Context: an optimization exercise on an open-source flow, tuned for small area, a short achievable clock period and few clock cycles per item. The choices shown serve that exercise and are no tape-out recipe.
Only simulation tests tie the RTL to the original design; equivalence was not proved.
Power is estimated from default activity; no workload was simulated.

`flow/design.v`:
```
package mips_pkg;
	localparam int xlen = 32;
	localparam int reg_addr_w = 5;
	localparam logic [5:0] op_rtype = 6'b000000;
	localparam logic [5:0] op_lw    = 6'b100011;
	localparam logic [5:0] op_sw    = 6'b101011;
	localparam logic [5:0] funct_add = 6'b100000;
	localparam logic [5:0] funct_sub = 6'b100010;
	localparam logic [5:0] funct_and = 6'b100100;
	localparam logic [5:0] funct_or  = 6'b100101;
	localparam logic [5:0] funct_slt = 6'b101010;
	localparam logic [5:0] funct_nor = 6'b100111;
	localparam logic [3:0] alu_and = 4'b0000;
	localparam logic [3:0] alu_or  = 4'b0001;
	localparam logic [3:0] alu_add = 4'b0010;
	localparam logic [3:0] alu_sub = 4'b0110;
	localparam logic [3:0] alu_slt = 4'b0111;
	localparam logic [3:0] alu_nor = 4'b1100;
	localparam logic [1:0] fwd_reg = 2'b00;
	localparam logic [1:0] fwd_mem = 2'b01;
	localparam logic [1:0] fwd_wb  = 2'b10;
	typedef union packed {
		struct packed {
			logic [5:0] op;
			logic [4:0] rs;
			logic [4:0] rt;
			logic [4:0] rd;
			logic [4:0] shamt;
			logic [5:0] funct;
		} r;
		struct packed {
			logic [5:0] op;
			logic [4:0] rs;
			logic [4:0] rt;
			logic [15:0] imm;
		} i;
	} instr_t;
endpackage
`timescale 1ns/1ps
import mips_pkg::*;
module reg_file (
	input  logic                  clk,
	input  logic                  rst,
	input  logic [reg_addr_w-1:0] ra1_n,
	input  logic [reg_addr_w-1:0] ra2_n,
	input  logic [reg_addr_w-1:0] wa_n,
	input  logic [reg_addr_w-1:0] wa,
	input  logic [xlen-1:0]       wd,
	output logic [xlen-1:0]       rd1_n,
	output logic [xlen-1:0]       rd2_n
);
	logic [31:1] valid;
	logic [31:1] wsel;
	logic [31:1] valid_n;
	logic [xlen-1:0] regs [1:31];
	logic wt1_n, wt2_n;
	logic [31:0] s1, s2;
	always_comb begin
		for (int k = 1; k < 32; k++) begin
			wsel[k] = wa == reg_addr_w'(k);
		end
	end
	assign valid_n = valid | wsel;
	always_ff @(posedge clk or posedge rst) begin
		if (rst) begin
			valid <= '0;
		end else begin
			valid <= valid_n;
		end
	end
	for (genvar k = 1; k < 32; k++) begin : g_reg
		always_ff @(posedge clk) begin
			if (wsel[k]) begin
				regs[k] <= wd;
			end
		end
	end
	assign wt1_n = wa_n == ra1_n;
	assign wt2_n = wa_n == ra2_n;
	always_ff @(posedge clk) begin
		s1[0] <= wt1_n;
		s2[0] <= wt2_n;
		for (int k = 1; k < 32; k++) begin
			s1[k] <= valid_n[k] && ra1_n == reg_addr_w'(k) && !wt1_n;
			s2[k] <= valid_n[k] && ra2_n == reg_addr_w'(k) && !wt2_n;
		end
	end
	for (genvar i = 0; i < xlen; i++) begin : g_bit
		logic [31:0] col;
		assign col[0] = wd[i];
		for (genvar k = 1; k < 32; k++) begin : g_col
			assign col[k] = regs[k][i];
		end
		aor_tree #(.n(32), .inv(1'b1)) u_rd1 (.d(col), .s(s1), .e(1'b0), .y(rd1_n[i]));
		aor_tree #(.n(32), .inv(1'b1)) u_rd2 (.d(col), .s(s2), .e(1'b0), .y(rd2_n[i]));
	end
endmodule
`timescale 1ns/1ps
module cg_inv (input logic a, output logic y); assign y = ~a; endmodule
module cg_nand2 (input logic a, b, output logic y); assign y = ~(a & b); endmodule
module cg_nand3 (input logic a, b, c, output logic y); assign y = ~(a & b & c); endmodule
module cg_nand4 (input logic a, b, c, d, output logic y); assign y = ~(a & b & c & d); endmodule
module cg_nor2 (input logic a, b, output logic y); assign y = ~(a | b); endmodule
module cg_nor3 (input logic a, b, c, output logic y); assign y = ~(a | b | c); endmodule
module cg_nand2b (input logic a, bn, output logic y); assign y = ~(a & ~bn); endmodule
module cg_nor2b (input logic a, bn, output logic y); assign y = ~(a | ~bn); endmodule
module cg_xor2 (input logic a, b, output logic y); assign y = a ^ b; endmodule
module cg_xnor2 (input logic a, b, output logic y); assign y = ~(a ^ b); endmodule
module cg_aoi21 (input logic a, b, c, output logic y); assign y = ~((a & b) | c); endmodule
module cg_oai21 (input logic a, b, c, output logic y); assign y = ~((a | b) & c); endmodule
module cg_aoi22 (input logic a1, a2, b1, b2, output logic y);
	assign y = ~((a1 & a2) | (b1 & b2));
endmodule
module cg_aoi222 (input logic a1, a2, b1, b2, c1, c2, output logic y);
	assign y = ~((a1 & a2) | (b1 & b2) | (c1 & c2));
endmodule
module aor_tree #(
	parameter int n = 32,
	parameter bit use_e = 1'b0,
	parameter bit inv = 1'b0
) (
	input  logic [n-1:0] d,
	input  logic [n-1:0] s,
	input  logic         e,
	output logic         y
);
	function automatic integer fan(input integer l);
		fan = (l == 1) ? 3 : (l % 2 == 0) ? 4 : 3;
	endfunction
	function automatic integer cnt(input integer l);
		integer c, i;
		c = n;
		for (i = 1; i <= l; i = i + 1) c = (c + fan(i) - 1) / fan(i);
		cnt = c;
	endfunction
	function automatic integer levels(input integer dummy);
		integer l;
		levels = 0;
		for (l = 8; l >= 1; l = l - 1) if (cnt(l) == 1) levels = l;
	endfunction
	localparam int nl = levels(0);
	logic [n-1:0] v [nl+1];
	for (genvar k = 0; k < cnt(1); k++) begin : g_l1
		localparam int b = 3 * k;
		localparam int sz = (n - b >= 3) ? 3 : n - b;
		if (sz == 3) begin : g3
			cg_aoi222 u (.a1(d[b]), .a2(s[b]), .b1(d[b+1]), .b2(s[b+1]),
				.c1(d[b+2]), .c2(s[b+2]), .y(v[1][k]));
		end else if (sz == 2) begin : g2
			cg_aoi22 u (.a1(d[b]), .a2(s[b]), .b1(d[b+1]), .b2(s[b+1]), .y(v[1][k]));
		end else if (use_e) begin : g1e
			cg_aoi21 u (.a(d[b]), .b(s[b]), .c(e), .y(v[1][k]));
		end else begin : g1
			cg_nand2 u (.a(d[b]), .b(s[b]), .y(v[1][k]));
		end
	end
	for (genvar l = 2; l <= nl; l++) begin : g_lv
		for (genvar k = 0; k < cnt(l); k++) begin : g_n
			localparam int f = fan(l);
			localparam int b = f * k;
			localparam int sz = (cnt(l-1) - b >= f) ? f : cnt(l-1) - b;
			if (l % 2 == 0) begin : g_nand
				if (sz == 4) begin : g4
					cg_nand4 u (.a(v[l-1][b]), .b(v[l-1][b+1]), .c(v[l-1][b+2]),
						.d(v[l-1][b+3]), .y(v[l][k]));
				end else if (sz == 3) begin : g3
					cg_nand3 u (.a(v[l-1][b]), .b(v[l-1][b+1]), .c(v[l-1][b+2]),
						.y(v[l][k]));
				end else if (sz == 2) begin : g2
					cg_nand2 u (.a(v[l-1][b]), .b(v[l-1][b+1]), .y(v[l][k]));
				end else begin : g1
					cg_inv u (.a(v[l-1][b]), .y(v[l][k]));
				end
			end else begin : g_nor
				if (sz == 3) begin : g3
					cg_nor3 u (.a(v[l-1][b]), .b(v[l-1][b+1]), .c(v[l-1][b+2]),
						.y(v[l][k]));
				end else if (sz == 2) begin : g2
					cg_nor2 u (.a(v[l-1][b]), .b(v[l-1][b+1]), .y(v[l][k]));
				end else begin : g1
					cg_inv u (.a(v[l-1][b]), .y(v[l][k]));
				end
			end
		end
	end
	if ((nl % 2 == 1) != inv) begin : g_out_inv
		cg_inv u (.a(v[nl][0]), .y(y));
	end else begin : g_out
		assign y = v[nl][0];
	end
endmodule
`timescale 1ns/1ps
import mips_pkg::*;
module ks_add #(
	parameter bit sub = 1'b0,
	parameter int w = 32
) (
	input  logic [w-1:0] a,
	input  logic [w-1:0] b,
	output logic [w-1:0] s
);
	localparam int lv = $clog2(w);
	logic [w-1:0] g [lv+1];
	logic [w-1:0] p [lv+1];
	logic [w-1:0] x;
	for (genvar i = 0; i < w; i++) begin : g_l0
		if (sub) begin : g_s
			cg_nand2b u_g (.a(a[i]), .bn(b[i]), .y(g[0][i]));
			cg_nor2b u_p (.a(a[i]), .bn(b[i]), .y(p[0][i]));
			cg_xnor2 u_x (.a(a[i]), .b(b[i]), .y(x[i]));
		end else begin : g_a
			cg_nand2 u_g (.a(a[i]), .b(b[i]), .y(g[0][i]));
			cg_nor2 u_p (.a(a[i]), .b(b[i]), .y(p[0][i]));
			cg_xor2 u_x (.a(a[i]), .b(b[i]), .y(x[i]));
		end
	end
	logic [w-1:0] g0;
	assign g0 = sub ? {g[0][w-1:1], p[0][0]} : g[0];
	for (genvar l = 1; l <= lv; l++) begin : g_lv
		localparam int d = 1 << (l - 1);
		for (genvar i = 0; i < w; i++) begin : g_n
			logic gi, pi, gj, pj;
			assign gi = (l == 1) ? g0[i] : g[l-1][i];
			assign pi = p[l-1][i];
			if (i >= d) begin : g_c
				assign gj = (l == 1) ? g0[i-d] : g[l-1][i-d];
				assign pj = p[l-1][i-d];
				if (l % 2 == 1) begin : g_t
					cg_oai21 u_g (.a(pi), .b(gj), .c(gi), .y(g[l][i]));
					if (i >= 2 * d) begin : g_pp
						cg_nor2 u_p (.a(pi), .b(pj), .y(p[l][i]));
					end else begin : g_pz
						assign p[l][i] = 1'b0;
					end
				end else begin : g_i
					cg_aoi21 u_g (.a(pi), .b(gj), .c(gi), .y(g[l][i]));
					if (i >= 2 * d) begin : g_pp
						cg_nand2 u_p (.a(pi), .b(pj), .y(p[l][i]));
					end else begin : g_pz
						assign p[l][i] = 1'b1;
					end
				end
			end else begin : g_pass
				cg_inv u_g (.a(gi), .y(g[l][i]));
				assign p[l][i] = ~pi;
			end
		end
	end
	for (genvar i = 1; i < w; i++) begin : g_sum
		cg_xor2 u_s (.a(x[i]), .b(g[lv][i-1]), .y(s[i]));
	end
	if (sub) begin : g_s0s
		cg_xor2 u_s0 (.a(a[0]), .b(b[0]), .y(s[0]));
	end else begin : g_s0a
		assign s[0] = x[0];
	end
endmodule
module alu_out (
	input  logic [xlen-1:0] sum,
	input  logic [xlen-1:0] diff,
	input  logic            sel_sum,
	input  logic            sel_diff,
	input  logic            sel_lt,
	input  logic [xlen-1:0] rest_n,
	output logic [xlen-1:0] y
);
	logic [xlen-1:0] ns, nd;
	logic nl;
	for (genvar i = 0; i < xlen; i++) begin : g_bit
		cg_nand2 u_s (.a(sum[i]), .b(sel_sum), .y(ns[i]));
		cg_nand2 u_d (.a(diff[i]), .b(sel_diff), .y(nd[i]));
		if (i == 0) begin : g_lt
			cg_nand2 u_l (.a(diff[xlen-1]), .b(sel_lt), .y(nl));
			cg_nand4 u_o (.a(ns[i]), .b(nd[i]), .c(nl), .d(rest_n[i]), .y(y[i]));
		end else begin : g_o
			cg_nand3 u_o (.a(ns[i]), .b(nd[i]), .c(rest_n[i]), .y(y[i]));
		end
	end
endmodule
`timescale 1ns/1ps
import mips_pkg::*;
module data_mem (
	input  logic            clk,
	input  logic            rst,
	input  logic [5:0]      ra_n,
	input  logic            re_n,
	input  logic [5:0]      wa,
	input  logic            we,
	input  logic [xlen-1:0] wd,
	input  logic [xlen-1:0] ex,
	output logic [xlen-1:0] rd
);
	logic [63:0] valid;
	logic [63:0] valid_n;
	logic [63:0] wsel;
	logic [63:0] rsel;
	logic [xlen-1:0] words [64];
	always_comb begin
		for (int k = 0; k < 64; k++) begin
			wsel[k] = we && wa == 6'(k);
		end
	end
	assign valid_n = valid | wsel;
	always_ff @(posedge clk or posedge rst) begin
		if (rst) begin
			valid <= '0;
		end else begin
			valid <= valid_n;
		end
	end
	always_ff @(posedge clk) begin
		for (int k = 0; k < 64; k++) begin
			rsel[k] <= re_n && valid_n[k] && ra_n == 6'(k);
		end
	end
	for (genvar k = 0; k < 64; k++) begin : g_word
		always_ff @(posedge clk) begin
			if (wsel[k]) begin
				words[k] <= wd;
			end
		end
	end
	for (genvar i = 0; i < xlen; i++) begin : g_bit
		logic [63:0] col;
		for (genvar k = 0; k < 64; k++) begin : g_col
			assign col[k] = words[k][i];
		end
		aor_tree #(.n(64), .use_e(1'b1)) u_rd (.d(col), .s(rsel), .e(ex[i]), .y(rd[i]));
	end
endmodule
`timescale 1ns/1ps
import mips_pkg::*;
module mips_core #(
	parameter int dmem_depth = 64
) (
	input  logic                  clk,
	input  logic                  rst,
	output logic [xlen-1:0]       pc,
	input  logic [xlen-1:0]       instr,
	output logic                  wb_en,
	output logic [reg_addr_w-1:0] wb_addr,
	output logic [xlen-1:0]       wb_data
);
	logic [29:0] pc_w;
	logic stall;
	assign pc = {pc_w, 2'b00};
	always_ff @(posedge clk or posedge rst) begin
		if (rst) begin
			pc_w <= '0;
		end else if (!stall) begin
			pc_w <= pc_w + 30'd1;
		end
	end
	logic f_is_r, f_is_lw, f_is_sw, f_we;
	logic [4:0] f_dest;
	assign f_is_r = instr[31:26] == op_rtype;
	assign f_is_lw = instr[31:26] == op_lw;
	assign f_is_sw = instr[31:26] == op_sw;
	assign f_dest = f_is_r ? instr[15:11] : instr[20:16];
	assign f_we = (f_is_r || f_is_lw) && f_dest != '0;
	logic d_is_r, d_is_lw, d_is_sw, d_we;
	logic [4:0] d_rs, d_rt, d_dest;
	logic [7:0] d_imm;
	always_ff @(posedge clk or posedge rst) begin
		if (rst) begin
			{d_is_r, d_is_lw, d_is_sw, d_we} <= '0;
		end else if (!stall) begin
			d_is_r <= f_is_r;
			d_is_lw <= f_is_lw;
			d_is_sw <= f_is_sw;
			d_we <= f_we;
		end
	end
	always_ff @(posedge clk) begin
		if (!stall) begin
			d_rs <= instr[25:21];
			d_rt <= instr[20:16];
			d_dest <= f_dest;
			d_imm <= instr[7:0];
		end
	end
	logic e_we, e_lw, e_sw;
	logic e_add, e_sub, e_and, e_or, e_nor, e_slt;
	logic [4:0] e_dest;
	logic [7:0] e_imm;
	logic [xlen-1:0] e_a, e_b;
	logic e_fb_late;
	logic m_we, m_sw, m_sdlate;
	logic [4:0] m_dest;
	logic [5:0] m_addr;
	logic [xlen-1:0] m_x;
	logic [4:0] w_addr;
	logic [xlen-1:0] w_data;
	logic d_use_rs;
	logic [4:0] ra1_n, ra2_n, wa_n;
	logic e_hit_rs, e_hit_rt, m_hit_rs, m_hit_rt;
	logic fa_m, fa_w, fa_r, fb_m, fb_w, fb_r, fb_late;
	logic [xlen-1:0] rf_a_n, rf_b_n;
	logic [3:0] fn;
	assign d_use_rs = d_is_r || d_is_lw || d_is_sw;
	logic h_e_rs, h_e_rt, h_m_rs, h_m_rt;
	always_ff @(posedge clk or posedge rst) begin
		if (rst) begin
			{h_e_rs, h_e_rt, h_m_rs, h_m_rt} <= '0;
		end else begin
			h_e_rs <= d_we && !stall && d_dest == ra1_n;
			h_e_rt <= d_we && !stall && d_dest == ra2_n;
			h_m_rs <= e_we && e_dest == ra1_n;
			h_m_rt <= e_we && e_dest == ra2_n;
		end
	end
	assign e_hit_rs = h_e_rs;
	assign e_hit_rt = h_e_rt;
	assign m_hit_rs = h_m_rs;
	assign m_hit_rt = h_m_rt;
	assign stall = e_lw && ((d_use_rs && e_hit_rs) || (d_is_r && e_hit_rt));
	assign fa_m = e_hit_rs && !e_lw;
	assign fa_w = m_hit_rs && !e_hit_rs;
	assign fa_r = !e_hit_rs && !m_hit_rs;
	assign fb_m = e_hit_rt && !e_lw;
	assign fb_late = e_hit_rt && e_lw;
	assign fb_w = m_hit_rt && !e_hit_rt;
	assign fb_r = !e_hit_rt && !m_hit_rt;
	assign ra1_n = stall ? d_rs : instr[25:21];
	assign ra2_n = stall ? d_rt : instr[20:16];
	assign wa_n = m_we ? m_dest : 5'd0;
	reg_file u_regs (
		.clk(clk), .rst(rst),
		.ra1_n(ra1_n), .ra2_n(ra2_n), .wa_n(wa_n),
		.wa(w_addr), .wd(w_data),
		.rd1_n(rf_a_n), .rd2_n(rf_b_n)
	);
	assign fn = d_imm[3:0];
	always_ff @(posedge clk or posedge rst) begin
		if (rst) begin
			{e_we, e_lw, e_sw} <= '0;
			{e_add, e_sub, e_and, e_or, e_nor, e_slt} <= '0;
		end else begin
			e_we <= d_we && !stall;
			e_lw <= d_is_lw && !stall;
			e_sw <= d_is_sw && !stall;
			e_add <= d_is_r && fn == funct_add[3:0];
			e_sub <= d_is_r && fn == funct_sub[3:0];
			e_and <= d_is_r && fn == funct_and[3:0];
			e_or <= d_is_r && fn == funct_or[3:0];
			e_nor <= d_is_r && fn == funct_nor[3:0];
			e_slt <= d_is_r && fn == funct_slt[3:0];
		end
	end
	logic [xlen-1:0] sum, diff, orv, lg, wbn;
	logic eqs, lt_early;
	logic [xlen-1:0] rest_x, early_a, early_b, rest_a_n, rest_b_n;
	logic [xlen-1:0] e_a_d, e_b_d, m_x_d;
	logic [7:0] addr8;
	ks_add #(.sub(1'b0)) u_sum (.a(e_a), .b(e_b), .s(sum));
	ks_add #(.sub(1'b1)) u_diff (.a(e_a), .b(e_b), .s(diff));
	assign orv = e_a | e_b;
	assign lg = (e_a & e_b & {xlen{e_and}}) | (orv & {xlen{e_or}}) |
		(~orv & {xlen{e_nor}}) | (e_b & {xlen{e_sw}});
	assign eqs = e_a[xlen-1] == e_b[xlen-1];
	assign lt_early = e_a[xlen-1] && !e_b[xlen-1];
	assign rest_x = lg | {{(xlen-1){1'b0}}, lt_early && e_slt};
	assign early_a = (lg & {xlen{fa_m}}) | (~rf_a_n & {xlen{fa_r}}) |
		{{(xlen-1){1'b0}}, lt_early && e_slt && fa_m};
	assign early_b = (lg & {xlen{fb_m}}) | (~rf_b_n & {xlen{fb_r}}) |
		{{(xlen-1){1'b0}}, lt_early && e_slt && fb_m};
	for (genvar i = 0; i < xlen; i++) begin : g_rest
		cg_aoi21 u_ra (.a(wbn[i]), .b(fa_w), .c(early_a[i]), .y(rest_a_n[i]));
		cg_aoi21 u_rb (.a(wbn[i]), .b(fb_w), .c(early_b[i]), .y(rest_b_n[i]));
	end
	alu_out u_out_x (.sum(sum), .diff(diff), .sel_sum(e_add), .sel_diff(e_sub),
		.sel_lt(e_slt && eqs), .rest_n(~rest_x), .y(m_x_d));
	alu_out u_out_a (.sum(sum), .diff(diff), .sel_sum(e_add && fa_m),
		.sel_diff(e_sub && fa_m), .sel_lt(e_slt && eqs && fa_m), .rest_n(rest_a_n),
		.y(e_a_d));
	alu_out u_out_b (.sum(sum), .diff(diff), .sel_sum(e_add && fb_m),
		.sel_diff(e_sub && fb_m), .sel_lt(e_slt && eqs && fb_m), .rest_n(rest_b_n),
		.y(e_b_d));
	always_ff @(posedge clk) begin
		e_dest <= d_dest;
		e_imm <= d_imm;
		e_fb_late <= fb_late;
		e_a <= e_a_d;
		e_b <= e_b_d;
	end
	ks_add #(.sub(1'b0), .w(8)) u_addr (.a(e_a[7:0]), .b(e_imm), .s(addr8));
	always_ff @(posedge clk or posedge rst) begin
		if (rst) begin
			{m_we, m_sw} <= '0;
		end else begin
			m_we <= e_we;
			m_sw <= e_sw;
		end
	end
	always_ff @(posedge clk) begin
		m_dest <= e_dest;
		m_addr <= addr8[7:2];
		m_x <= m_x_d;
		m_sdlate <= e_fb_late;
	end
	logic [xlen-1:0] st_data;
	assign st_data = m_sdlate ? w_data : m_x;
	data_mem u_dmem (
		.clk(clk), .rst(rst),
		.ra_n(addr8[7:2]), .re_n(e_lw),
		.wa(m_addr), .we(m_sw), .wd(st_data),
		.ex(m_x), .rd(wbn)
	);
	always_ff @(posedge clk or posedge rst) begin
		if (rst) begin
			wb_en <= 1'b0;
			w_addr <= '0;
			w_data <= '0;
		end else begin
			wb_en <= m_we;
			w_addr <= m_we ? m_dest : 5'd0;
			w_data <= wbn & {xlen{m_we}};
		end
	end
	always_ff @(posedge clk) begin
		wb_addr <= m_dest;
		wb_data <= wbn;
	end
endmodule
```
`flow/flow/run.sh`:
```
#!/bin/bash
# The standard layout with two extra steps. After the floorplan, in
# flow/tweak_fp.tcl: a21oi, a22oi and nor2b gates that synthesis maps at
# drive 2 or 4 (single-gate modules) go to drive 1, timing repair upsizes
# where needed. Then one step between global placement
# (with its resizing) and detailed placement, in flow/tweak.tcl:
#  - the port buffers, which global placement inserts as delay cells, become
#    plain buf_4 cells;
#  - flip-flops driving output port buffers go from drive 1 to 2;
#  - the second level of the register file and data memory read trees
#    (nand4 gates fed by a222oi gates, which drive the trees' long wires)
#    goes from nand4_1 to nand4_2.
# Detailed placement then legalizes as usual. Each step logs to its own file.
set -euo pipefail
here=$(pwd)
res=$here/orfs/results/$FLOW_PLATFORM/mips_core/base
bash standard.sh "$res/2_floorplan.odb" > "$here/flow_to_floorplan.log" 2>&1
openroad -no_init -exit -log "$here/flow_tweak_fp.log" "$here/flow/tweak_fp.tcl" > "$here/flow_tweak_fp.out" 2>&1
bash standard.sh "$res/3_4_place_resized.odb" > "$here/flow_to_resized.log" 2>&1
openroad -no_init -exit -log "$here/flow_tweak.log" "$here/flow/tweak.tcl" > "$here/flow_tweak.out" 2>&1
bash standard.sh finish > "$here/flow_finish.log" 2>&1
```
`flow/flow/tweak.tcl`:
```
set plat $::env(FLOW_HOME)/platforms/$::env(FLOW_PLATFORM)
set res [pwd]/orfs/results/$::env(FLOW_PLATFORM)/mips_core/base
read_lef $plat/lef/sky130_fd_sc_hd.tlef
read_lef $plat/lef/sky130_fd_sc_hd_merged.lef
read_liberty $plat/lib/sky130_fd_sc_hd__tt_025C_1v80.lib
read_db $res/3_4_place_resized.odb
set db [ord::get_db]
set block [ord::get_db_block]

# port buffers: delay cells to buf_4
set buf [$db findMaster sky130_fd_sc_hd__buf_4]
set n 0
foreach bt [$block getBTerms] {
	set net [$bt getNet]
	if {$net eq "NULL"} { continue }
	foreach it [$net getITerms] {
		set inst [$it getInst]
		set m [[$inst getMaster] getName]
		if {[regexp {^sky130_fd_sc_hd__(clkdlybuf4s|dlygate4sd)} $m]} {
			$inst swapMaster $buf
			incr n
		}
	}
}
puts "port buffers swapped: $n"

# flip-flops that drive an output port buffer: drive strength 1 to 2
set n 0
foreach bt [$block getBTerms] {
	if {[$bt getIoType] ne "OUTPUT"} { continue }
	set net [$bt getNet]
	if {$net eq "NULL"} { continue }
	foreach it [$net getITerms] {
		set obuf [$it getInst]
		foreach bi [$obuf getITerms] {
			if {![$bi isInputSignal]} { continue }
			set bnet [$bi getNet]
			if {$bnet eq "NULL"} { continue }
			foreach d [$bnet getITerms] {
				if {![$d isOutputSignal]} { continue }
				set ff [$d getInst]
				set m [[$ff getMaster] getName]
				if {[regexp {^(sky130_fd_sc_hd__df[a-z]+)_1$} $m -> base]} {
					$ff swapMaster [$db findMaster ${base}_2]
					incr n
				}
			}
		}
	}
}
puts "output flip-flops upsized: $n"

# read tree second level: nand4_1 fed by a222oi_1 to nand4_2
set nand4 [$db findMaster sky130_fd_sc_hd__nand4_2]
set n 0
foreach inst [$block getInsts] {
	if {[[$inst getMaster] getName] ne "sky130_fd_sc_hd__nand4_1"} { continue }
	set fed 0
	foreach it [$inst getITerms] {
		if {![$it isInputSignal]} { continue }
		set net [$it getNet]
		if {$net eq "NULL"} { continue }
		foreach o [$net getITerms] {
			if {[$o isOutputSignal] && [[[$o getInst] getMaster] getName] eq "sky130_fd_sc_hd__a222oi_1"} {
				set fed 1
			}
		}
	}
	if {$fed} {
		$inst swapMaster $nand4
		incr n
	}
}
puts "tree nand4 upsized: $n"
write_db $res/3_4_place_resized.odb
```
`flow/flow/tweak_fp.tcl`:
```
set plat $::env(FLOW_HOME)/platforms/$::env(FLOW_PLATFORM)
set res [pwd]/orfs/results/$::env(FLOW_PLATFORM)/mips_core/base
read_lef $plat/lef/sky130_fd_sc_hd.tlef
read_lef $plat/lef/sky130_fd_sc_hd_merged.lef
read_liberty $plat/lib/sky130_fd_sc_hd__tt_025C_1v80.lib
read_db $res/2_floorplan.odb
set db [ord::get_db]
# gates that synthesis maps one by one (each its own module) at more than
# the smallest drive: back to drive 1; timing repair upsizes where needed
set n 0
foreach inst [[ord::get_db_block] getInsts] {
	set m [[$inst getMaster] getName]
	if {[regexp {^sky130_fd_sc_hd__(a21oi|a22oi|nor2b)_[24]$} $m -> base]} {
		$inst swapMaster [$db findMaster sky130_fd_sc_hd__${base}_1]
		incr n
	}
}
puts "gates downsized: $n"
write_db $res/2_floorplan.odb
```
`flow/standard.sh`:
```
#!/bin/bash
# synth_recipe.tcl (not shown) runs the flow's synth.tcl, then flattens the netlist and writes it again
# the make line also repeats each setting of config.mk as NAME=value (left out here)
make -C /OpenROAD-flow-scripts/flow DESIGN_CONFIG=/design/flow/config.mk WORK_HOME=/design/flow/orfs CLKGATE_MAP_FILE= SYNTH_SCRIPT=/design/flow/synth_recipe.tcl "${@:-finish}"
```
`flow/config.mk`:
```
export PLATFORM = sky130hd
export DESIGN_NAME = mips_core
export DESIGN_NICKNAME = mips_core
export VERILOG_FILES = /design/flow/design.v
export SDC_FILE = /design/flow/constraint.sdc
export NUM_CORES = 4
export LEC_CHECK = 0
export CAP_MARGIN = 20
export CORE_MARGIN = 2
export CORE_UTILIZATION = 35
export CTS_BUF_LIST = sky130_fd_sc_hd__clkbuf_8 sky130_fd_sc_hd__clkbuf_16
export CTS_CLUSTER_DIAMETER = 100
export CTS_CLUSTER_SIZE = 25
export PLACE_DENSITY = 0.5
export SETUP_SLACK_MARGIN = 2.8
export SLEW_MARGIN = 20
export SYNTH_HIERARCHICAL = 1
```
`flow/constraint.sdc`:
```
create_clock -name core_clock -period 5.5 [get_ports {clk}]
set_input_delay 1.1000 -clock core_clock [delete_from_list [all_inputs] [get_ports {clk}]]
set_output_delay 1.1000 -clock core_clock [all_outputs]
set_load 0.01 [all_outputs]
```
==> impl_metrics.toml, run 1 <==
[run_status]
status = "complete, no violations"

[global_route]
grt_max_degree = 65
grt_use_met1_pct = 36.2
use_met2_pct = 36.1
overflow = 0
grt_pass1_vias = 81300
antenna_found_initial = 21
grt_pass1_wl_um = 669000
grt_use_total_pct = 24.9
grt-busiest-layer = "met1"
grt_util_met3_pct = 6.41

[clocking]
path_clk_slew_ps = 100
cts.sinks = 3532
clock_path_buffers = 4
cts_tree = "done"
clock_latency_ps = 930
htree_levels = 4
cts_made_buffers = 167
root_buffer = "clkbuf_16"
ctsHoldBuffers = 0

[power_and_ir_drop]
switching_share_pct = 22.8
intPower_mw = 35.7
p_clk_share_pct = 30.7
total_power_mw = 46.2
pwr-share-comb_pct = 5.2
seq_power_share_pct = 64.0
peakVddDrop_mv = 0.249
switchingPower_mw = 10.5
power.leakage_nw = 47.5
p_per_area_nw_per_um2 = 307

[sta]
fmax_mhz = 355
setup_viol = 0
hold_slack_ps = 341
finalSetupTns_ps = 0
finalHoldViolCount = 0
maxSlewHeadroom_pct = 17.7
setup_ws_ps = 2680
finalCritPeriodShare_pct = 51.3
fin_crit_ps = 2820
tightestPinTransition_ps = 1230
finClkSkew_ps = 59.6
maxSlewViolCount = 0
rsz0062_at_grt = "yes"

[routing]
drt_iter0_markers = 18700
drc_errors = 0
vias = 87200
first_pass_iters = 13
wirelength_um = 499000
wl_per_cell_um = 37.1
ant_nets = 0
vias_per_cell = 6.48

[critical_path]
start_kind = "flop"
path_max_fanout = 33
endpoint_kind = "flop"
regToRegStartpoint = "w_data[30]"
cp-startpoint = "w_data[30]"
cp_data_arrival_time_ps = 3620
cp.required_ps = 6300
r2r_slack_ps = 2680
worstSetupPathType = "flop to flop"

[floorplan]
die_area_um2 = 385000
io_pins = 104
rows = 226
coreArea_um2 = 379000
die_y_um = 621
die_w_um = 621
initial_utilization_pct = 35.2

[placed_design]
hpwl_um = 295000
placed_cells = 13100
place_congestion = 0.958
dpl-instance-area_um2 = 144000
portBuffers = 98
dpl_worst_slack_ps = 1560

[run]
cap_violations = 0

[layout]
layout-drive-gt1-share_pct = 18.5
mostFrequentLayoutCell = "edfxtp_1"
final_cell_count_no_fill = 13500
register_area_um2 = 102000
multi_input_area_um2 = 32300
final_cell_mix = "edfxtp_1, a222oi_1, buf_4"
areaGrowthSynthToFinish_pct = 13.0
nets = 8357
fin_util_pct = 39.7
fill_cells = 34500
fin_area_um2 = 151000

[min_path]
hold_class = "flop to flop"
min_from = "e_fb_late"

[yosys]
synth_area_per_cell_um2 = 17.3
ys.warnings.count = 31
synth_area_um2 = 133000
synthCells = 7699
[power groups by stage]
| stage | sequential (mW) | clock, mW | combinational, mW |
|---|---|---|---|
| after floorplan | 30.1 | 0 | 1.13 |
| after global placement | 30.2 | 0 | 2.22 |
| after detailed placement | 30.2 | 0 | 2.26 |
| after CTS | 29.6 | 14.4 | 2.33 |
| after global routing | 29.6 | 15.3 | 2.51 |
| final | 29.6 | 14.2 | 2.41 |
[path summary, 6_finish.rpt]
| check | depth (start not counted) | end |
|---|---|---|
| max | 7 | e_a[30] |
| min | 0 | m_sdlate |
| max reg2reg | 7 | e_a[30] |
| min reg2reg | 0 | m_sdlate |
| min in group asynchronous | 3 | u_regs.valid[2] |
| max in group asynchronous | 3 | u_dmem.valid[18] |
[worst max-delay path, cell delays in order, from the launching register on]
cell and delay [ps]:
dfrtp_1 430, buf_4 290, a222oi_1 470, nand4_2 390, nor3_2 610, o22ai_1 180
a21oi_1 190, nand3_1 110
[layer usage]
metal	routed length, um	vias up
li1	-	34900
met1	206000	45800
met2	211000	5718
met3	63800	704
met4	18300	4
met5	31	-
[layout make-up]
class	instances	share of cell area (%)
timing repair buffer	521	2.82
clock buffer	170	2.83
sequential	3532	68.0
multi-input combinational	3962	21.4
tap	5016	4.17
inverter	135	0.342
clock inverter	101	0.369
antenna	21	0.0349
[what timing repair did]
action / 4_1_cts / 5_1_grt
setup endpoints to repair: 1618 / 1231
buffers inserted: 70 / 37
gates cloned: 8 / 0
resized for setup: 149 / 109
pin swaps: 83 / 68
[registers in the layout, summed over array words and instances, names as in the netlist, 30 cells and up]
register / count
u_dmem.valid: 64
u_regs.s2: 32
pc_w: 30
u_regs.s1: 32
e_b: 32
u_dmem.words: 2048
w_data: 32
wb_data: 32
u_regs.valid: 31
m_x: 32
e_a: 32
u_dmem.rsel: 64
u_regs.regs: 992
Testbench counts, summed over its fixed seeds: cycles 11,637, instructions 11,354.
==> run 2, diff against run 1 <==
--- a/flow/design.v
+++ b/flow/design.v
@@ -46,8 +46,8 @@
 	input  logic [reg_addr_w-1:0] wa_n,
 	input  logic [reg_addr_w-1:0] wa,
 	input  logic [xlen-1:0]       wd,
-	output logic [xlen-1:0]       rd1_n,
-	output logic [xlen-1:0]       rd2_n
+	output logic [xlen-1:0]       rd1,
+	output logic [xlen-1:0]       rd2
 );
 	logic [31:1] valid;
 	logic [31:1] wsel;
@@ -91,8 +91,8 @@
 		for (genvar k = 1; k < 32; k++) begin : g_col
 			assign col[k] = regs[k][i];
 		end
-		aor_tree #(.n(32), .inv(1'b1)) u_rd1 (.d(col), .s(s1), .e(1'b0), .y(rd1_n[i]));
-		aor_tree #(.n(32), .inv(1'b1)) u_rd2 (.d(col), .s(s2), .e(1'b0), .y(rd2_n[i]));
+		aor_tree #(.n(32), .lf(2)) u_rd1 (.d(col), .s(s1), .e(1'b0), .y(rd1[i]));
+		aor_tree #(.n(32), .lf(2)) u_rd2 (.d(col), .s(s2), .e(1'b0), .y(rd2[i]));
 	end
 endmodule
 `timescale 1ns/1ps
@@ -116,6 +116,7 @@
 endmodule
 module aor_tree #(
 	parameter int n = 32,
+	parameter int lf = 3,
 	parameter bit use_e = 1'b0,
 	parameter bit inv = 1'b0
 ) (
@@ -125,13 +126,15 @@
 	output logic         y
 );
 	function automatic integer fan(input integer l);
-		fan = (l == 1) ? 3 : (l % 2 == 0) ? 4 : 3;
+		fan = (l == 1) ? lf : (l % 2 == 0) ? 4 : 3;
 	endfunction
+	localparam int nleaf = (n + lf - 1) / lf;
+	localparam int n1 = nleaf + ((use_e && lf == 2) ? 1 : 0);
 	function automatic integer cnt(input integer l);
 		integer c, i;
-		c = n;
-		for (i = 1; i <= l; i = i + 1) c = (c + fan(i) - 1) / fan(i);
-		cnt = c;
+		c = n1;
+		for (i = 2; i <= l; i = i + 1) c = (c + fan(i) - 1) / fan(i);
+		cnt = (l == 0) ? n : c;
 	endfunction
 	function automatic integer levels(input integer dummy);
 		integer l;
@@ -140,9 +143,12 @@
 	endfunction
 	localparam int nl = levels(0);
 	logic [n-1:0] v [nl+1];
-	for (genvar k = 0; k < cnt(1); k++) begin : g_l1
-		localparam int b = 3 * k;
-		localparam int sz = (n - b >= 3) ? 3 : n - b;
+	if (use_e && lf == 2) begin : g_le
+		cg_inv u (.a(e), .y(v[1][nleaf]));
+	end
+	for (genvar k = 0; k < nleaf; k++) begin : g_l1
+		localparam int b = lf * k;
+		localparam int sz = (n - b >= lf) ? lf : n - b;
 		if (sz == 3) begin : g3
 			cg_aoi222 u (.a1(d[b]), .a2(s[b]), .b1(d[b+1]), .b2(s[b+1]),
 				.c1(d[b+2]), .c2(s[b+2]), .y(v[1][k]));
@@ -325,7 +331,7 @@
 		for (genvar k = 0; k < 64; k++) begin : g_col
 			assign col[k] = words[k][i];
 		end
-		aor_tree #(.n(64), .use_e(1'b1)) u_rd (.d(col), .s(rsel), .e(ex[i]), .y(rd[i]));
+		aor_tree #(.n(64), .lf(2), .use_e(1'b1)) u_rd (.d(col), .s(rsel), .e(ex[i]), .y(rd[i]));
 	end
 endmodule
 `timescale 1ns/1ps
@@ -395,7 +401,7 @@
 	logic [4:0] ra1_n, ra2_n, wa_n;
 	logic e_hit_rs, e_hit_rt, m_hit_rs, m_hit_rt;
 	logic fa_m, fa_w, fa_r, fb_m, fb_w, fb_r, fb_late;
-	logic [xlen-1:0] rf_a_n, rf_b_n;
+	logic [xlen-1:0] rf_a, rf_b;
 	logic [3:0] fn;
 	assign d_use_rs = d_is_r || d_is_lw || d_is_sw;
 	logic h_e_rs, h_e_rt, h_m_rs, h_m_rt;
@@ -428,7 +434,7 @@
 		.clk(clk), .rst(rst),
 		.ra1_n(ra1_n), .ra2_n(ra2_n), .wa_n(wa_n),
 		.wa(w_addr), .wd(w_data),
-		.rd1_n(rf_a_n), .rd2_n(rf_b_n)
+		.rd1(rf_a), .rd2(rf_b)
 	);
 	assign fn = d_imm[3:0];
 	always_ff @(posedge clk or posedge rst) begin
@@ -460,9 +466,9 @@
 	assign eqs = e_a[xlen-1] == e_b[xlen-1];
 	assign lt_early = e_a[xlen-1] && !e_b[xlen-1];
 	assign rest_x = lg | {{(xlen-1){1'b0}}, lt_early && e_slt};
-	assign early_a = (lg & {xlen{fa_m}}) | (~rf_a_n & {xlen{fa_r}}) |
+	assign early_a = (lg & {xlen{fa_m}}) | (rf_a & {xlen{fa_r}}) |
 		{{(xlen-1){1'b0}}, lt_early && e_slt && fa_m};
-	assign early_b = (lg & {xlen{fb_m}}) | (~rf_b_n & {xlen{fb_r}}) |
+	assign early_b = (lg & {xlen{fb_m}}) | (rf_b & {xlen{fb_r}}) |
 		{{(xlen-1){1'b0}}, lt_early && e_slt && fb_m};
 	for (genvar i = 0; i < xlen; i++) begin : g_rest
 		cg_aoi21 u_ra (.a(wbn[i]), .b(fa_w), .c(early_a[i]), .y(rest_a_n[i]));
==> flow/flow/run.sh (replaced) <==
#!/bin/bash
# The standard layout with two extra steps:
#  after the floorplan (flow/tweak_fp.tcl): the read tree leaves (a22oi),
#    which synthesis maps at drive 2, go to drive 1 (timing repair later
#    upsizes any that need it);
#  between global placement (with its resizing) and detailed placement
#    (flow/tweak.tcl):
#  - the port buffers, which global placement inserts as delay cells, become
#    plain buf_4 cells;
#  - flip-flops driving output port buffers go from drive 1 to 2;
#  - nand4 gates fed by the tree leaves go from drive 1 to 2.
# Each step logs to its own file.
set -euo pipefail
here=$(pwd)
res=$here/orfs/results/$FLOW_PLATFORM/mips_core/base
bash standard.sh "$res/2_floorplan.odb" > "$here/flow_to_floorplan.log" 2>&1
openroad -no_init -exit -log "$here/flow_tweak_fp.log" "$here/flow/tweak_fp.tcl" > "$here/flow_tweak_fp.out" 2>&1
bash standard.sh "$res/3_4_place_resized.odb" > "$here/flow_to_resized.log" 2>&1
openroad -no_init -exit -log "$here/flow_tweak.log" "$here/flow/tweak.tcl" > "$here/flow_tweak.out" 2>&1
bash standard.sh finish > "$here/flow_finish.log" 2>&1
--- a/flow/flow/tweak.tcl
+++ b/flow/flow/tweak.tcl
@@ -50,7 +50,7 @@
 }
 puts "output flip-flops upsized: $n"
 
-# read tree second level: nand4_1 fed by a222oi_1 to nand4_2
+# read tree second level: nand4_1 fed by a22oi_1 or a222oi_1 to nand4_2
 set nand4 [$db findMaster sky130_fd_sc_hd__nand4_2]
 set n 0
 foreach inst [$block getInsts] {
@@ -61,7 +61,7 @@
 		set net [$it getNet]
 		if {$net eq "NULL"} { continue }
 		foreach o [$net getITerms] {
-			if {[$o isOutputSignal] && [[[$o getInst] getMaster] getName] eq "sky130_fd_sc_hd__a222oi_1"} {
+			if {[$o isOutputSignal] && [regexp {^sky130_fd_sc_hd__a222?oi_1$} [[[$o getInst] getMaster] getName]]} {
 				set fed 1
 			}
 		}
==> flow/flow/tweak_fp.tcl (replaced) <==
set plat $::env(FLOW_HOME)/platforms/$::env(FLOW_PLATFORM)
set res [pwd]/orfs/results/$::env(FLOW_PLATFORM)/mips_core/base
read_lef $plat/lef/sky130_fd_sc_hd.tlef
read_lef $plat/lef/sky130_fd_sc_hd_merged.lef
read_liberty $plat/lib/sky130_fd_sc_hd__tt_025C_1v80.lib
read_db $res/2_floorplan.odb
set db [ord::get_db]
set a22oi [$db findMaster sky130_fd_sc_hd__a22oi_1]
set n 0
foreach inst [[ord::get_db_block] getInsts] {
	if {[[$inst getMaster] getName] eq "sky130_fd_sc_hd__a22oi_2"} {
		$inst swapMaster $a22oi
		incr n
	}
}
puts "a22oi downsized: $n"
write_db $res/2_floorplan.odb
==> impl_metrics.toml, run 2 <==
[floorplan]
rows = 238
coreArea_um2 = 419000
die_y_um = 652
initial_utilization_pct = 35.1
die_w_um = 652
io_pins = 104
die_area_um2 = 425000

[yosys]
synth_area_per_cell_um2 = 16.8
ys.warnings.count = 31
synthCells = 8745
synth_area_um2 = 147000

[placed_design]
dpl_worst_slack_ps = 1440
place_congestion = 0.919
portBuffers = 98
hpwl_um = 302000
dpl-instance-area_um2 = 150000

[layout]
areaGrowthSynthToFinish_pct = 7.25
largest_reg_flops = 2048
mostFrequentLayoutCell = "edfxtp_1"
register_area_um2 = 102000
fill_cells = 38900
fin_area_um2 = 158000
layout-drive-gt1-share_pct = 21.2
multi_input_area_um2 = 38100
top_regs = "u_dmem.words (2048), u_regs.regs (992)"
nets = 9390
regMostFlops = "u_dmem.words"
final_cell_mix = "edfxtp_1, a22oi_1, nand4_2"

[power_and_ir_drop]
pwr-share-comb_pct = 5.4
p_clk_share_pct = 31.5
switchingPower_mw = 10.9
peakVddDrop_mv = 0.234
switching_share_pct = 23.2
seq_power_share_pct = 63.1
p_per_area_nw_per_um2 = 298
power.leakage_nw = 48.6
intPower_mw = 36.0

[sta]
fmax_mhz = 364
maxSlewViolCount = 0
setup_viol = 0
setup_ws_ps = 2760
tightestPinTransition_ps = 1080
fin_crit_ps = 2740
finClkSkew_ps = 108
finalHoldViolCount = 0
maxSlewHeadroom_pct = 27.7
finalCritPeriodShare_pct = 49.9
rsz0062_at_grt = "yes"
finalSetupTns_ps = 0

[global_route]
grt_use_met1_pct = 31.9
overflow = 0
grt_max_degree = 65
antenna_found_initial = 29
grt-busiest-layer = "met2"
grt_pass1_vias = 84200
grt_use_total_pct = 22.6
grt_pass1_wl_um = 681000
use_met2_pct = 35.2
grt_util_met3_pct = 3.92

[critical_path]
worstSetupPathType = "flop to flop"
cp_data_arrival_time_ps = 3590
start_kind = "flop"
cp.required_ps = 6350
rr_worst_depth = 7
regToRegStartpoint = "u_dmem.rsel[12]"
r2r_slack_ps = 2760
path_max_fanout = 32
endpoint_kind = "flop"
rr_endpoint = "e_a[26]"

[routing]
ant_nets = 0
drt_iter0_markers = 12100
vias_per_cell = 5.93
wl_per_cell_um = 33.3
wirelength_um = 500000
first_pass_iters = 8
vias = 89100
drc_errors = 0

[clocking]
cts.sinks = 3532
root_buffer = "clkbuf_16"
cts_made_buffers = 170
ctsHoldBuffers = 0
clock_path_buffers = 4
clock_latency_ps = 960
htree_levels = 4
cts_tree = "done"
path_clk_slew_ps = 100

[run_status]
status = "complete, no violations"

[min_path]
hold_class = "input port to async pin"

[run]
cap_violations = 0
-- run 2: area by class of cell --
cell class / count / area share, %
Sequential cell: 3532 / 64.9
Multi-Input combinational cell: 4849 / 24.2
Tap cell: 5520 / 4.38
Clock buffer: 176 / 2.79
Timing Repair Buffer: 505 / 2.50
Inverter: 294 / 0.713
Clock inverter: 127 / 0.479
Antenna cell: 17 / 0.0270
-- run 2: per-stage QoR --
stage	total power, mW	util, %	cells	hold WS, ps
after floorplan	31.3	-	8746	310
after global placement	32.6	35.2	14600	312
after detailed placement	32.6	35.9	14600	321
after CTS	47.2	37.5	15000	244
after global routing	48.2	37.6	15000	262
final	46.9	37.6	15000	254
-- run 2: power by group through the flow --
stage	clock network, mW	registers [mW]	logic (mW)
final	14.8	29.6	2.51
after global routing	15.9	29.7	2.62
after CTS	15.1	29.6	2.46
after detailed placement	0	30.2	2.39
after global placement	0	30.2	2.34
after floorplan	0	30.2	1.17
-- run 2: worst max-delay path, cell delays in order (launching register included) --
cell and delay (ps):
dfxtp_1 320, buf_4 270, a22oi_1 280, nand4_2 220
nor3_4 650, nand3_2 460, a21oi_2 270, nand3_1 100
-- run 2: how the worst max path moves through the flow --
stage                                endpoint  cells past startpoint  slack, ps       startpoint
after floorplan           u_dmem.words[10][0]                      5       2500        m_addr[4]
after global placement          u_regs.s1[21]                      9       1460             e_lw
after detailed placement         u_regs.s2[4]                      9       1440             e_lw
after CTS                 u_dmem.words[9][12]                      4       2760        m_addr[0]
after global routing           u_dmem.rsel[3]                     11       2750           e_a[2]
final                                 e_a[26]                      7       2760  u_dmem.rsel[12]
-- run 2: what timing repair did --
item,in CTS,in global routing
setup endpoints to repair,2097,369
buffers inserted,67,21
gates cloned,7,0
pin swaps,47,14
resized for setup,174,102
-- run 2: layer usage --
| metal | vias to the layer above | share of wire (%) | wire (um) |
|---|---|---|---|
| met3 | 679 | 9.1 | 45300 |
| met1 | 46800 | 42 | 208000 |
| met2 | 4633 | 45 | 227000 |
| met5 | - | 0.0040 | 20 |
| met4 | 2 | 3.9 | 19500 |
| li1 | 37000 | - | - |
Testbench counts of run 2, summed over its fixed seeds: cycles 11,637, instructions 11,354.
==> run 3, diff against run 2 <==
--- a/flow/design.v
+++ b/flow/design.v
@@ -44,10 +44,11 @@
 	input  logic [reg_addr_w-1:0] ra1_n,
 	input  logic [reg_addr_w-1:0] ra2_n,
 	input  logic [reg_addr_w-1:0] wa_n,
-	input  logic [reg_addr_w-1:0] wa,
+	input  logic [7:0]            wlo,
+	input  logic [3:0]            whi,
 	input  logic [xlen-1:0]       wd,
-	output logic [xlen-1:0]       rd1,
-	output logic [xlen-1:0]       rd2
+	output logic [xlen-1:0]       rd1_n,
+	output logic [xlen-1:0]       rd2_n
 );
 	logic [31:1] valid;
 	logic [31:1] wsel;
@@ -57,7 +58,7 @@
 	logic [31:0] s1, s2;
 	always_comb begin
 		for (int k = 1; k < 32; k++) begin
-			wsel[k] = wa == reg_addr_w'(k);
+			wsel[k] = wlo[k % 8] && whi[k / 8];
 		end
 	end
 	assign valid_n = valid | wsel;
@@ -69,10 +70,14 @@
 		end
 	end
 	for (genvar k = 1; k < 32; k++) begin : g_reg
+		logic [xlen-1:0] nxt;
+		logic wsel_n;
+		cg_inv u_wn (.a(wsel[k]), .y(wsel_n));
+		for (genvar i = 0; i < xlen; i++) begin : g_b
+			cg_a22o u_m (.a1(wsel[k]), .a2(wd[i]), .b1(wsel_n), .b2(regs[k][i]), .y(nxt[i]));
+		end
 		always_ff @(posedge clk) begin
-			if (wsel[k]) begin
-				regs[k] <= wd;
-			end
+			regs[k] <= nxt;
 		end
 	end
 	assign wt1_n = wa_n == ra1_n;
@@ -91,8 +96,10 @@
 		for (genvar k = 1; k < 32; k++) begin : g_col
 			assign col[k] = regs[k][i];
 		end
-		aor_tree #(.n(32), .lf(2)) u_rd1 (.d(col), .s(s1), .e(1'b0), .y(rd1[i]));
-		aor_tree #(.n(32), .lf(2)) u_rd2 (.d(col), .s(s2), .e(1'b0), .y(rd2[i]));
+		aor_tree #(.n(32), .inv(1'b1)) u_rd1 (.d(col), .s(s1), .e(1'b0), .dp(1'b0), .sp(1'b0),
+			.y(rd1_n[i]));
+		aor_tree #(.n(32), .inv(1'b1)) u_rd2 (.d(col), .s(s2), .e(1'b0), .dp(1'b0), .sp(1'b0),
+			.y(rd2_n[i]));
 	end
 endmodule
 `timescale 1ns/1ps
@@ -108,6 +115,12 @@
 module cg_xnor2 (input logic a, b, output logic y); assign y = ~(a ^ b); endmodule
 module cg_aoi21 (input logic a, b, c, output logic y); assign y = ~((a & b) | c); endmodule
 module cg_oai21 (input logic a, b, c, output logic y); assign y = ~((a | b) & c); endmodule
+module cg_aoi221 (input logic a1, a2, b1, b2, c, output logic y);
+	assign y = ~((a1 & a2) | (b1 & b2) | c);
+endmodule
+module cg_a22o (input logic a1, a2, b1, b2, output logic y);
+	assign y = (a1 & a2) | (b1 & b2);
+endmodule
 module cg_aoi22 (input logic a1, a2, b1, b2, output logic y);
 	assign y = ~((a1 & a2) | (b1 & b2));
 endmodule
@@ -116,25 +129,25 @@
 endmodule
 module aor_tree #(
 	parameter int n = 32,
-	parameter int lf = 3,
 	parameter bit use_e = 1'b0,
+	parameter bit use_p = 1'b0,
 	parameter bit inv = 1'b0
 ) (
 	input  logic [n-1:0] d,
 	input  logic [n-1:0] s,
 	input  logic         e,
+	input  logic         dp,
+	input  logic         sp,
 	output logic         y
 );
 	function automatic integer fan(input integer l);
-		fan = (l == 1) ? lf : (l % 2 == 0) ? 4 : 3;
+		fan = (l == 1) ? 3 : (l % 2 == 0) ? 4 : 3;
 	endfunction
-	localparam int nleaf = (n + lf - 1) / lf;
-	localparam int n1 = nleaf + ((use_e && lf == 2) ? 1 : 0);
 	function automatic integer cnt(input integer l);
 		integer c, i;
-		c = n1;
-		for (i = 2; i <= l; i = i + 1) c = (c + fan(i) - 1) / fan(i);
-		cnt = (l == 0) ? n : c;
+		c = n;
+		for (i = 1; i <= l; i = i + 1) c = (c + fan(i) - 1) / fan(i);
+		cnt = c;
 	endfunction
 	function automatic integer levels(input integer dummy);
 		integer l;
@@ -143,17 +156,16 @@
 	endfunction
 	localparam int nl = levels(0);
 	logic [n-1:0] v [nl+1];
-	if (use_e && lf == 2) begin : g_le
-		cg_inv u (.a(e), .y(v[1][nleaf]));
-	end
-	for (genvar k = 0; k < nleaf; k++) begin : g_l1
-		localparam int b = lf * k;
-		localparam int sz = (n - b >= lf) ? lf : n - b;
+	for (genvar k = 0; k < cnt(1); k++) begin : g_l1
+		localparam int b = 3 * k;
+		localparam int sz = (n - b >= 3) ? 3 : n - b;
 		if (sz == 3) begin : g3
 			cg_aoi222 u (.a1(d[b]), .a2(s[b]), .b1(d[b+1]), .b2(s[b+1]),
 				.c1(d[b+2]), .c2(s[b+2]), .y(v[1][k]));
 		end else if (sz == 2) begin : g2
 			cg_aoi22 u (.a1(d[b]), .a2(s[b]), .b1(d[b+1]), .b2(s[b+1]), .y(v[1][k]));
+		end else if (use_e && use_p) begin : g1p
+			cg_aoi221 u (.a1(d[b]), .a2(s[b]), .b1(dp), .b2(sp), .c(e), .y(v[1][k]));
 		end else if (use_e) begin : g1e
 			cg_aoi21 u (.a(d[b]), .b(s[b]), .c(e), .y(v[1][k]));
 		end else begin : g1
@@ -290,9 +302,11 @@
 	input  logic            rst,
 	input  logic [5:0]      ra_n,
 	input  logic            re_n,
-	input  logic [5:0]      wa,
-	input  logic            we,
-	input  logic [xlen-1:0] wd,
+	input  logic [7:0]      plo,
+	input  logic [7:0]      phi,
+	input  logic [xlen-1:0] pd,
+	input  logic [5:0]      pa,
+	input  logic            pv,
 	input  logic [xlen-1:0] ex,
 	output logic [xlen-1:0] rd
 );
@@ -300,10 +314,25 @@
 	logic [63:0] valid_n;
 	logic [63:0] wsel;
 	logic [63:0] rsel;
+	logic rsel_p;
+	logic [63:0] pend;
+	logic [7:0] slo, shi;
+	logic [xlen-1:0] sd;
 	logic [xlen-1:0] words [64];
+	always_ff @(posedge clk or posedge rst) begin
+		if (rst) begin
+			slo <= '0;
+		end else begin
+			slo <= plo;
+		end
+	end
+	always_ff @(posedge clk) begin
+		shi <= phi;
+		sd <= pd;
+	end
 	always_comb begin
 		for (int k = 0; k < 64; k++) begin
-			wsel[k] = we && wa == 6'(k);
+			wsel[k] = slo[k % 8] && shi[k / 8];
 		end
 	end
 	assign valid_n = valid | wsel;
@@ -314,16 +343,26 @@
 			valid <= valid_n;
 		end
 	end
+	always_comb begin
+		for (int k = 0; k < 64; k++) begin
+			pend[k] = plo[k % 8] && phi[k / 8];
+		end
+	end
 	always_ff @(posedge clk) begin
 		for (int k = 0; k < 64; k++) begin
-			rsel[k] <= re_n && valid_n[k] && ra_n == 6'(k);
+			rsel[k] <= re_n && valid_n[k] && !pend[k] && ra_n == 6'(k);
 		end
+		rsel_p <= re_n && pv && ra_n == pa;
 	end
 	for (genvar k = 0; k < 64; k++) begin : g_word
+		logic [xlen-1:0] nxt;
+		logic wsel_n;
+		cg_inv u_wn (.a(wsel[k]), .y(wsel_n));
+		for (genvar i = 0; i < xlen; i++) begin : g_b
+			cg_a22o u_m (.a1(wsel[k]), .a2(sd[i]), .b1(wsel_n), .b2(words[k][i]), .y(nxt[i]));
+		end
 		always_ff @(posedge clk) begin
-			if (wsel[k]) begin
-				words[k] <= wd;
-			end
+			words[k] <= nxt;
 		end
 	end
 	for (genvar i = 0; i < xlen; i++) begin : g_bit
@@ -331,7 +370,8 @@
 		for (genvar k = 0; k < 64; k++) begin : g_col
 			assign col[k] = words[k][i];
 		end
-		aor_tree #(.n(64), .lf(2), .use_e(1'b1)) u_rd (.d(col), .s(rsel), .e(ex[i]), .y(rd[i]));
+		aor_tree #(.n(64), .use_e(1'b1), .use_p(1'b1)) u_rd (.d(col), .s(rsel), .e(ex[i]),
+			.dp(sd[i]), .sp(rsel_p), .y(rd[i]));
 	end
 endmodule
 `timescale 1ns/1ps
@@ -391,17 +431,20 @@
 	logic [7:0] e_imm;
 	logic [xlen-1:0] e_a, e_b;
 	logic e_fb_late;
-	logic m_we, m_sw, m_sdlate;
+	logic m_we, m_sdlate;
 	logic [4:0] m_dest;
+	logic [7:0] m_wlo, m_whi;
 	logic [5:0] m_addr;
+	logic m_sw;
 	logic [xlen-1:0] m_x;
-	logic [4:0] w_addr;
+	logic [7:0] w_lo;
+	logic [3:0] w_hi;
 	logic [xlen-1:0] w_data;
 	logic d_use_rs;
 	logic [4:0] ra1_n, ra2_n, wa_n;
 	logic e_hit_rs, e_hit_rt, m_hit_rs, m_hit_rt;
 	logic fa_m, fa_w, fa_r, fb_m, fb_w, fb_r, fb_late;
-	logic [xlen-1:0] rf_a, rf_b;
+	logic [xlen-1:0] rf_a_n, rf_b_n;
 	logic [3:0] fn;
 	assign d_use_rs = d_is_r || d_is_lw || d_is_sw;
 	logic h_e_rs, h_e_rt, h_m_rs, h_m_rt;
@@ -433,8 +476,8 @@
 	reg_file u_regs (
 		.clk(clk), .rst(rst),
 		.ra1_n(ra1_n), .ra2_n(ra2_n), .wa_n(wa_n),
-		.wa(w_addr), .wd(w_data),
-		.rd1(rf_a), .rd2(rf_b)
+		.wlo(w_lo), .whi(w_hi), .wd(w_data),
+		.rd1_n(rf_a_n), .rd2_n(rf_b_n)
 	);
 	assign fn = d_imm[3:0];
 	always_ff @(posedge clk or posedge rst) begin
@@ -466,9 +509,9 @@
 	assign eqs = e_a[xlen-1] == e_b[xlen-1];
 	assign lt_early = e_a[xlen-1] && !e_b[xlen-1];
 	assign rest_x = lg | {{(xlen-1){1'b0}}, lt_early && e_slt};
-	assign early_a = (lg & {xlen{fa_m}}) | (rf_a & {xlen{fa_r}}) |
+	assign early_a = (lg & {xlen{fa_m}}) | (~rf_a_n & {xlen{fa_r}}) |
 		{{(xlen-1){1'b0}}, lt_early && e_slt && fa_m};
-	assign early_b = (lg & {xlen{fb_m}}) | (rf_b & {xlen{fb_r}}) |
+	assign early_b = (lg & {xlen{fb_m}}) | (~rf_b_n & {xlen{fb_r}}) |
 		{{(xlen-1){1'b0}}, lt_early && e_slt && fb_m};
 	for (genvar i = 0; i < xlen; i++) begin : g_rest
 		cg_aoi21 u_ra (.a(wbn[i]), .b(fa_w), .c(early_a[i]), .y(rest_a_n[i]));
@@ -492,14 +535,18 @@
 	ks_add #(.sub(1'b0), .w(8)) u_addr (.a(e_a[7:0]), .b(e_imm), .s(addr8));
 	always_ff @(posedge clk or posedge rst) begin
 		if (rst) begin
-			{m_we, m_sw} <= '0;
+			m_we <= 1'b0;
+			m_sw <= 1'b0;
+			m_wlo <= '0;
 		end else begin
 			m_we <= e_we;
 			m_sw <= e_sw;
+			m_wlo <= e_sw ? 8'(1) << addr8[4:2] : 8'd0;
 		end
 	end
 	always_ff @(posedge clk) begin
 		m_dest <= e_dest;
+		m_whi <= 8'(1) << addr8[7:5];
 		m_addr <= addr8[7:2];
 		m_x <= m_x_d;
 		m_sdlate <= e_fb_late;
@@ -509,17 +556,19 @@
 	data_mem u_dmem (
 		.clk(clk), .rst(rst),
 		.ra_n(addr8[7:2]), .re_n(e_lw),
-		.wa(m_addr), .we(m_sw), .wd(st_data),
+		.plo(m_wlo), .phi(m_whi), .pd(st_data), .pa(m_addr), .pv(m_sw),
 		.ex(m_x), .rd(wbn)
 	);
 	always_ff @(posedge clk or posedge rst) begin
 		if (rst) begin
 			wb_en <= 1'b0;
-			w_addr <= '0;
+			w_lo <= '0;
+			w_hi <= '0;
 			w_data <= '0;
 		end else begin
 			wb_en <= m_we;
-			w_addr <= m_we ? m_dest : 5'd0;
+			w_lo <= m_we ? 8'(1) << m_dest[2:0] : 8'd0;
+			w_hi <= 4'(1) << m_dest[4:3];
 			w_data <= wbn & {xlen{m_we}};
 		end
 	end
==> flow/flow/run.sh (replaced) <==
#!/bin/bash
# The standard layout with one extra step between global placement
# (with its resizing) and detailed placement, in flow/tweak.tcl:
#  - the port buffers, which global placement inserts as delay cells, become
#    plain buf_4 cells;
#  - flip-flops driving output port buffers go from drive 1 to 2;
#  - the second level of the register file and data memory read trees
#    (nand4 gates fed by a222oi gates, which drive the trees' long wires)
#    goes from nand4_1 to nand4_2.
# Detailed placement then legalizes as usual. Each step logs to its own file.
set -euo pipefail
here=$(pwd)
res=$here/orfs/results/$FLOW_PLATFORM/mips_core/base
bash standard.sh "$res/3_4_place_resized.odb" > "$here/flow_to_resized.log" 2>&1
openroad -no_init -exit -log "$here/flow_tweak.log" "$here/flow/tweak.tcl" > "$here/flow_tweak.out" 2>&1
bash standard.sh finish > "$here/flow_finish.log" 2>&1
--- a/flow/flow/tweak.tcl
+++ b/flow/flow/tweak.tcl
@@ -50,7 +50,7 @@
 }
 puts "output flip-flops upsized: $n"
 
-# read tree second level: nand4_1 fed by a22oi_1 or a222oi_1 to nand4_2
+# read tree second level: nand4_1 fed by a222oi_1 to nand4_2
 set nand4 [$db findMaster sky130_fd_sc_hd__nand4_2]
 set n 0
 foreach inst [$block getInsts] {
@@ -61,7 +61,7 @@
 		set net [$it getNet]
 		if {$net eq "NULL"} { continue }
 		foreach o [$net getITerms] {
-			if {[$o isOutputSignal] && [regexp {^sky130_fd_sc_hd__a222?oi_1$} [[[$o getInst] getMaster] getName]]} {
+			if {[$o isOutputSignal] && [[[$o getInst] getMaster] getName] eq "sky130_fd_sc_hd__a222oi_1"} {
 				set fed 1
 			}
 		}
removed: flow/flow/tweak_fp.tcl
==> impl_metrics.toml, run 3 <==
[critical_path]
cp.depth = 7
cp_top_family = "simple AND/OR/NAND/NOR gates"
path_cells = "buf_12 -> a222oi_1 -> nand4_2 -> nor3_4 -> nand2_4 -> a21oi_2 -> nand3_1"
rr_worst_depth = 7
cp.required_ps = 6370
start_kind = "flop"
endpoint_kind = "flop"
path_max_fanout = 14
worstSetupPathType = "flop to flop"
cp_data_arrival_time_ps = 3860
critPathMaxStageDelay_ps = 950
crit_buf_inv = 1
slowest_stage = "a222oi_1"

[layout]
top_regs = "u_dmem.words (2048), u_regs.regs (992)"
fill_cells = 35500
final_cell_mix = "dfxtp_1, a22o_1, a222oi_1"
regMostFlops = "u_dmem.words"
largest_reg_flops = 2048
mostFrequentLayoutCell = "dfxtp_1"
layout-drive-gt1-share_pct = 16.4
fin_area_um2 = 151000
areaGrowthSynthToFinish_pct = 14.4
nets = 11700

[placed_design]
dpl-instance-area_um2 = 144000
hpwl_um = 382000
dpl_worst_slack_ps = 1910
portBuffers = 98
place_congestion = 0.988

[floorplan]
die_area_um2 = 383000
rows = 225
initial_utilization_pct = 35.2
coreArea_um2 = 376000
die_y_um = 619
io_pins = 104
die_w_um = 619

[routing]
vias_per_cell = 7.00
ant_nets = 0
drt_iter0_markers = 21400
first_pass_iters = 11
drc_errors = 0
wirelength_um = 630000
wl_per_cell_um = 37.6
vias = 117000

[sta]
fin_crit_ps = 2990
finalHoldViolCount = 0
rsz0062_at_grt = "yes"
finClkSkew_ps = 90.9
setup_ws_ps = 2510
fmax_mhz = 335
finalSetupTns_ps = 0
tightestPinTransition_ps = 1220
setup_viol = 0
maxSlewViolCount = 0
finalCritPeriodShare_pct = 54.3
maxSlewHeadroom_pct = 18.4

[clocking]
cts.sinks = 3604
cts_made_buffers = 174
htree_levels = 4
ctsHoldBuffers = 0
clock_latency_ps = 1020
clock_path_buffers = 4
path_clk_slew_ps = 110
cts_tree = "done"
root_buffer = "clkbuf_16"

[global_route]
grt_max_degree = 66
antenna_found_initial = 16
overflow = 0
grt_use_total_pct = 31.1
grt_pass1_vias = 113000
grt_pass1_wl_um = 870000

[yosys]
synthCells = 11100
ys.warnings.count = 33
synth_area_um2 = 132000
synth_area_per_cell_um2 = 12.0

[power_and_ir_drop]
power.leakage_nw = 55.5
peakVddDrop_mv = 0.227
p_per_area_nw_per_um2 = 278
total_power_mw = 42.0

[run]
cap_violations = 0

[run_status]
status = "complete, no violations"

[min_path]
hold_class = "input port to async pin"
==> run 3: cell count changes in the layout (fill, tap and decap cells not counted), sizes merged, moves of 59 or more <==
cell | before | now
a22o | 64 | 3041
nand3 | 153 | 212
a222oi | 0 | 1312
dfxtp | 297 | 3386
inv | 407 | 215
edfxtp | 3053 | 13
and2 | 44 | 133
a22oi | 2049 | 64
nor2 | 329 | 197
nand4 | 525 | 300
o22ai | 0 | 65
nand2 | 466 | 646
==> run 3: metrics by stage <==
step | hold WS [ps] | cells | utilization (%)
after floorplan | 310 | 11100 | -
after global placement | 320 | 16400 | 37.8
after detailed placement | 319 | 16400 | 38.3
after CTS | 80.5 | 16700 | 40.0
after global routing | 99.5 | 16800 | 40.3
final | 120 | 16800 | 40.3
==> run 3: routing by layer <==
metal	track usage, %	vias up	share of wire (%)
li1	-	48200	-
met1	38.9	59700	39
met2	48.2	7840	44
met3	6.39	1519	9.6
met4	21.2	6	7.6
met5	0	-	0.0071
==> run 3: final timing paths <==
check / slack (ps) / endpoint / start
min in group core_clock: 330 / d_imm[5] / instr[5]
worst min-delay path: 120 / u_dmem.valid[13] / rst
worst min register to register: 340 / m_sdlate / e_fb_late
worst max register to register: 2510 / e_b[15] / u_dmem.rsel[27]
worst max-delay path: 2510 / e_b[15] / u_dmem.rsel[27]
max in group asynchronous: 4290 / pc_w[29] / rst
==> run 3: area by class of cell <==
class / count / area, um^2 / share of cell area [%]
Clock inverter: 59 / 567 / 0.375
Antenna cell: 12 / 30.0 / 0.0198
Inverter: 183 / 712 / 0.471
Multi-Input combinational cell: 7173 / 60900 / 40.2
Timing Repair Buffer: 557 / 4670 / 3.08
Sequential cell: 3604 / 73700 / 48.7
Tap cell: 4994 / 6250 / 4.13
Clock buffer: 180 / 4480 / 2.96
==> run 3: power by group <==
part / internal [mW] / switching, mW / total (mW)
logic: 0.153 / 0.284 / 0.437
registers: 26.2 / 0.0943 / 26.2
clock network: 6.13 / 9.20 / 15.3
==> run 3: what timing repair did <==
action,CTS,global route
setup buffers,47,16
pin swaps,143,114
setup endpoints to repair,486,252
gates cloned,3,1
resized for setup,281,140
Testbench counts of run 3, summed over its fixed seeds: cycles 11,637, instructions 11,354.

## port drivers added, routing unchanged
No port has a modelled driver above. Below, the same layouts with a new extraction and two added sets of constraints. Step 1 assumes that a clkbuf_16 drives the clock port and a buf_2 every other input. Step 2 also shifts input and output timing later by t, the mid clock arrival at the registers, as if the neighbouring blocks saw the same clock. Three values: ideal, step 1, step 2; two values: the first two.
run	t (ns)	setup WS [ns]	clock arrival spread, ns	slew at the worst register clock pin (ns)	worst slew at a driven data input, ns
run 1	1.008	2.681 / 2.681 / 2.681	0.069 / 0.069	0.11 / 0.11	0.22
run 2	1.015	2.756 / 2.742 / 2.717	0.120 / 0.120	0.11 / 0.11	0.05
run 3	1.087	2.513 / 2.513 / 2.513	0.115 / 0.114	0.11 / 0.11	0.04
After both steps every run listed still meets setup and hold. For run 2, which loses most, drivers alone change the setup slack by -0.014 ns; drivers and shift together by -0.039 ns.
